Background: an optimization exercise with open tools, aiming at small area, a short achievable clock period and few clock cycles per item. Do not read the settings as production practice.
Power is estimated from default activity; no workload was simulated.

==> flow/design.v <==
`default_nettype none
package tlb_pkg;
	typedef logic [19-1:0] vpn2_t;
	typedef logic [8-1:0] asid_t;
	typedef logic [20-1:0] pfn_t;
	typedef logic [2:0] cache_attr_t;
	typedef logic [$clog2(32)-1:0] tlb_index_t;
	typedef logic [32-1:0] hit_vec_t;
	typedef logic [32-1:0] vaddr_t;
	typedef logic [32-1:0] paddr_t;
	typedef logic [31:0] entry_word_t;
endpackage
`default_nettype wire
`default_nettype none
package tlb_cmd_pkg;
	typedef enum logic [1:0] {
		op_write = 2'd0,
		op_probe = 2'd1,
		op_translate = 2'd2
	} tlb_op_e;
	typedef enum logic {
		st_empty = 1'b0,
		st_full = 1'b1
	} stage_state_e;
endpackage
`default_nettype wire
`timescale 1ns/10ps
`default_nettype none
module tlb_top (
	input wire logic clk,
	input wire logic rst,
	input wire logic cmd_valid,
	output logic cmd_ready,
	input tlb_cmd_pkg::tlb_op_e cmd_op,
	input tlb_pkg::tlb_index_t cmd_index,
	input tlb_pkg::entry_word_t cmd_entryhi,
	input tlb_pkg::entry_word_t cmd_entrylo0,
	input tlb_pkg::entry_word_t cmd_entrylo1,
	input tlb_pkg::vaddr_t cmd_vaddr,
	output logic rsp_valid,
	input wire logic rsp_ready,
	output tlb_cmd_pkg::tlb_op_e rsp_op,
	output tlb_pkg::paddr_t rsp_paddr,
	output logic rsp_refill,
	output logic rsp_invalid,
	output logic rsp_modified,
	output logic rsp_found,
	output tlb_pkg::tlb_index_t rsp_index
);
	localparam int N = 32;
	logic [18:0] t_vpn2 [N];
	logic [7:0] t_asid [N];
	logic [N-1:0] t_global;
	logic [N-1:0] t_valid;
	logic [21:0] d_lo0 [N];
	logic [21:0] d_lo1 [N];
	logic s0_v;
	logic [1:0] s0_op;
	logic s0_wr;
	logic [4:0] s0_idx;
	logic [18:0] s0_vpn2;
	logic [7:0] s0_asid;
	logic s0_g;
	logic [43:0] s0_pl;
	logic s1_v;
	logic [1:0] s1_op;
	logic s1_wr;
	logic s1_probe;
	logic s1_tr_map;
	logic s1_tr_unm;
	logic [4:0] s1_idx;
	logic [N-1:0] s1_hit;
	logic [43:0] s1_pl;
	logic s2_v;
	logic [1:0] s2_op;
	logic [N-1:0] s2_first0;
	logic [N-1:0] s2_first1;
	logic s2_use_pfn;
	logic s2_refill;
	logic s2_found;
	logic [4:0] s2_index;
	logic [31:0] s2_base;
	logic out_v;
	logic skid_v;
	logic [42:0] out_q;
	logic [42:0] skid_q;
	logic rdy_q;
	logic s0_ld, s1_ld, s2_ld, s3_ld;
	logic out_ld;
	assign s3_ld = !skid_v;
	assign s2_ld = !s2_v || s3_ld;
	assign s1_ld = !s1_v || s2_ld;
	assign s0_ld = !s0_v || s1_ld;
	assign out_ld = !out_v || rsp_ready;
	assign cmd_ready = rdy_q;
	logic take;
	assign take = cmd_valid && rdy_q;
	logic [43:0] lo_fields;
	assign lo_fields = {cmd_entrylo1[25:6], cmd_entrylo1[2], cmd_entrylo1[1],
		cmd_entrylo0[25:6], cmd_entrylo0[2], cmd_entrylo0[1]};
	always_ff @(posedge clk) begin
		if (s0_ld) begin
			s0_op <= cmd_op;
			s0_wr <= (cmd_op == 2'd0);
			s0_idx <= cmd_index;
			s0_vpn2 <= cmd_op[1] ? cmd_vaddr[31:13] : cmd_entryhi[31:13];
			s0_asid <= cmd_entryhi[7:0];
			s0_g <= cmd_entrylo0[0] & cmd_entrylo1[0];
			s0_pl[43:13] <= lo_fields[43:13];
			s0_pl[12:0] <= cmd_op[1] ? cmd_vaddr[12:0] : lo_fields[12:0];
		end
	end
	logic [N-1:0] hit;
	always_comb begin
		for (int i = 0; i < N; i++) begin
			hit[i] = t_valid[i] && (t_vpn2[i] == s0_vpn2)
				&& (t_global[i] || (t_asid[i] == s0_asid));
		end
	end
	logic tag_we;
	assign tag_we = s0_v && s1_ld && s0_wr;
	always_ff @(posedge clk) begin
		for (int i = 0; i < N; i++) begin
			if (tag_we && s0_idx == 5'(i)) begin
				t_vpn2[i] <= s0_vpn2;
				t_asid[i] <= s0_asid;
				t_global[i] <= s0_g;
			end
		end
	end
	always_ff @(posedge clk) begin
		if (rst) begin
			t_valid <= '0;
		end else begin
			for (int i = 0; i < N; i++) begin
				if (tag_we && s0_idx == 5'(i)) t_valid[i] <= 1'b1;
			end
		end
	end
	always_ff @(posedge clk) begin
		if (s1_ld) begin
			s1_op <= s0_op;
			s1_wr <= s0_wr;
			s1_probe <= (s0_op == 2'd1);
			s1_tr_map <= (s0_op == 2'd2) && !s0_vpn2[18];
			s1_tr_unm <= (s0_op == 2'd2) && s0_vpn2[18];
			s1_idx <= s0_idx;
			s1_hit <= hit;
			s1_pl[43:32] <= s0_pl[43:32];
			s1_pl[31:13] <= s0_op[1] ? s0_vpn2 : s0_pl[31:13];
			s1_pl[12:0] <= s0_pl[12:0];
		end
	end
	logic [N-1:0] lower;
	logic [N-1:0] first;
	logic any_hit;
	assign any_hit = |s1_hit;
	logic [4:0] enc;
	always_comb begin
		lower[0] = 1'b0;
		for (int i = 1; i < N; i++) lower[i] = lower[i-1] | s1_hit[i-1];
		first = s1_hit & ~lower;
		enc = '0;
		for (int i = 0; i < N; i++) enc = enc | ({5{first[i]}} & 5'(i));
	end
	always_ff @(posedge clk) begin
		if (s2_ld) begin
			s2_op <= s1_op;
			s2_first0 <= first & {N{s1_tr_map && !s1_pl[12]}};
			s2_first1 <= first & {N{s1_tr_map && s1_pl[12]}};
			s2_use_pfn <= s1_tr_map && any_hit;
			s2_refill <= s1_tr_map && !any_hit;
			s2_found <= s1_probe && any_hit;
			s2_index <= {5{s1_probe}} & enc;
			s2_base[31:12] <= {20{s1_tr_unm}} & s1_pl[31:12];
			s2_base[11:0] <= {12{s1_tr_unm || (s1_tr_map && any_hit)}} & s1_pl[11:0];
		end
	end
	logic data_we;
	assign data_we = s1_v && s2_ld && s1_wr;
	always_ff @(posedge clk) begin
		for (int i = 0; i < N; i++) begin
			if (data_we && s1_idx == 5'(i)) begin
				d_lo0[i] <= s1_pl[21:0];
				d_lo1[i] <= s1_pl[43:22];
			end
		end
	end
	logic [21:0] sel;
	always_comb begin
		sel = '0;
		for (int i = 0; i < N; i++) begin
			sel = sel | ({22{s2_first0[i]}} & d_lo0[i])
				| ({22{s2_first1[i]}} & d_lo1[i]);
		end
	end
	logic [42:0] res;
	logic [31:0] r_paddr;
	always_comb begin
		r_paddr[31:12] = s2_base[31:12] | sel[21:2];
		r_paddr[11:0] = s2_base[11:0];
		res = {s2_op, r_paddr, s2_refill, s2_use_pfn && !sel[0],
			sel[0] && !sel[1], s2_found, s2_index};
	end
	always_ff @(posedge clk) begin
		if (!skid_v) skid_q <= res;
		if (out_ld) out_q <= skid_v ? skid_q : res;
	end
	logic s0_v_n, s1_v_n, s2_v_n, out_v_n, skid_v_n;
	always_comb begin
		s0_v_n = s0_ld ? take : s0_v;
		s1_v_n = s1_ld ? s0_v : s1_v;
		s2_v_n = s2_ld ? s1_v : s2_v;
		if (out_ld) begin
			out_v_n = skid_v || (s2_v && s3_ld);
			skid_v_n = 1'b0;
		end else begin
			out_v_n = out_v;
			skid_v_n = skid_v || (s2_v && s3_ld);
		end
	end
	always_ff @(posedge clk) begin
		if (rst) begin
			s0_v <= 1'b0;
			s1_v <= 1'b0;
			s2_v <= 1'b0;
			out_v <= 1'b0;
			skid_v <= 1'b0;
			rdy_q <= 1'b1;
		end else begin
			s0_v <= s0_v_n;
			s1_v <= s1_v_n;
			s2_v <= s2_v_n;
			out_v <= out_v_n;
			skid_v <= skid_v_n;
			rdy_q <= !(s0_v_n && s1_v_n && s2_v_n && skid_v_n);
		end
	end
	assign rsp_valid = out_v;
	logic [1:0] rsp_op_w;
	assign rsp_op = tlb_cmd_pkg::tlb_op_e'(rsp_op_w);
	assign {rsp_op_w, rsp_paddr, rsp_refill, rsp_invalid, rsp_modified, rsp_found,
		rsp_index} = out_q;
endmodule
`default_nettype wire
Settings: LEC_CHECK=0, CAP_MARGIN=20, CORE_MARGIN=2, CORE_UTILIZATION=60, PLACE_DENSITY=0.7, SETUP_SLACK_MARGIN=3.5, SLEW_MARGIN=20; clock period 6.0 ns.
standard.sh (not shown) runs the stock make flow with config.mk's settings and CLKGATE_MAP_FILE= SYNTH_SCRIPT=/design/flow/synth_recipe.tcl, a recipe that flattens the netlist after the stock synthesis.
==> flow/flow/run.sh <==
#!/bin/bash
# The standard layout, with the clock tree built from larger sink
# clusters and without dummy loads, and small port buffers.  ORFS logs stay
# under orfs/logs.
export CTS_ARGS="-sink_clustering_enable -repair_clock_nets -dont_use_dummy_load -sink_clustering_size 30 -sink_clustering_max_diameter 80"
export BUFFER_PORTS_ARGS="-buffer_cell sky130_fd_sc_hd__buf_2"
bash standard.sh > standard.log 2>&1
==> next run, changes <==
--- a/flow/design.v
+++ b/flow/design.v
@@ -201,11 +201,18 @@
 		r_paddr[11:0] = s2_base[11:0];
 		res = {s2_op, r_paddr, s2_refill, s2_use_pfn && !sel[0],
 			sel[0] && !sel[1], s2_found, s2_index};
 	end
+	logic [42:0] out_n;
+	logic [42:0] rsp_q;
+	assign out_n = out_ld ? (skid_v ? skid_q : res) : out_q;
 	always_ff @(posedge clk) begin
 		if (!skid_v) skid_q <= res;
-		if (out_ld) out_q <= skid_v ? skid_q : res;
+		out_q <= out_n;
+	end
+	always_ff @(posedge clk) begin
+		if (rst) rsp_q <= '0;
+		else rsp_q <= out_n;
 	end
 	logic s0_v_n, s1_v_n, s2_v_n, out_v_n, skid_v_n;
 	always_comb begin
 		s0_v_n = s0_ld ? take : s0_v;
@@ -239,7 +246,7 @@
 	assign rsp_valid = out_v;
 	logic [1:0] rsp_op_w;
 	assign rsp_op = tlb_cmd_pkg::tlb_op_e'(rsp_op_w);
 	assign {rsp_op_w, rsp_paddr, rsp_refill, rsp_invalid, rsp_modified, rsp_found,
-		rsp_index} = out_q;
+		rsp_index} = rsp_q;
 endmodule
 `default_nettype wire
Wire length is higher by 3.9%.
Hold slack is worse by 0.036 ns.
Global-route usage is higher by 0.59 points.
Total power is higher by 0.86%.
Setup slack is better by 0.031 ns.
Non-clock buffer count is lower by 9.
Critical path depth is higher by 6.
Clock power barely changes.
Sequential power stays flat.
Maximum frequency is higher by 1.1%.
Function was not checked in any run of this note: the RTL went through the layout flow alone.

re-timing with driven ports:
How much do the figures lean on ideal ports? The routed layouts below were timed once more, with nothing changed but the port constraints. Step 1 assumes that a clkbuf_16 drives the clock port and a buf_2 every other input. Step 2 adds t to the input delays and takes it off the output delays; t is the mean of the earliest and latest rising clock arrival at the registers after step 1. Input paths then give back, and output paths get back, about the clock's delay inside the block. Three values: no drivers, after step 1, after step 2; two values: the first two.
| run | shift t [ns] | slack for setup (ns) | hold WS [ns] | latest minus earliest clock arrival (ns) | worst register clock-pin slew, ns |
|---|---|---|---|---|---|
| the first run | 0.854 | 3.283 / 3.196 / 3.365 | 0.384 / 0.384 / 0.384 | 0.106 / 0.106 | 0.11 / 0.11 |
| the second run | 0.869 | 3.314 / 3.314 / 3.162 | 0.348 / 0.348 / 0.348 | 0.125 / 0.126 | 0.11 / 0.11 |
After both steps setup and hold are still met in every run listed. The setup slack of the second run, which loses most, moves by 0.000 ns with the drivers and by -0.152 ns with both steps.
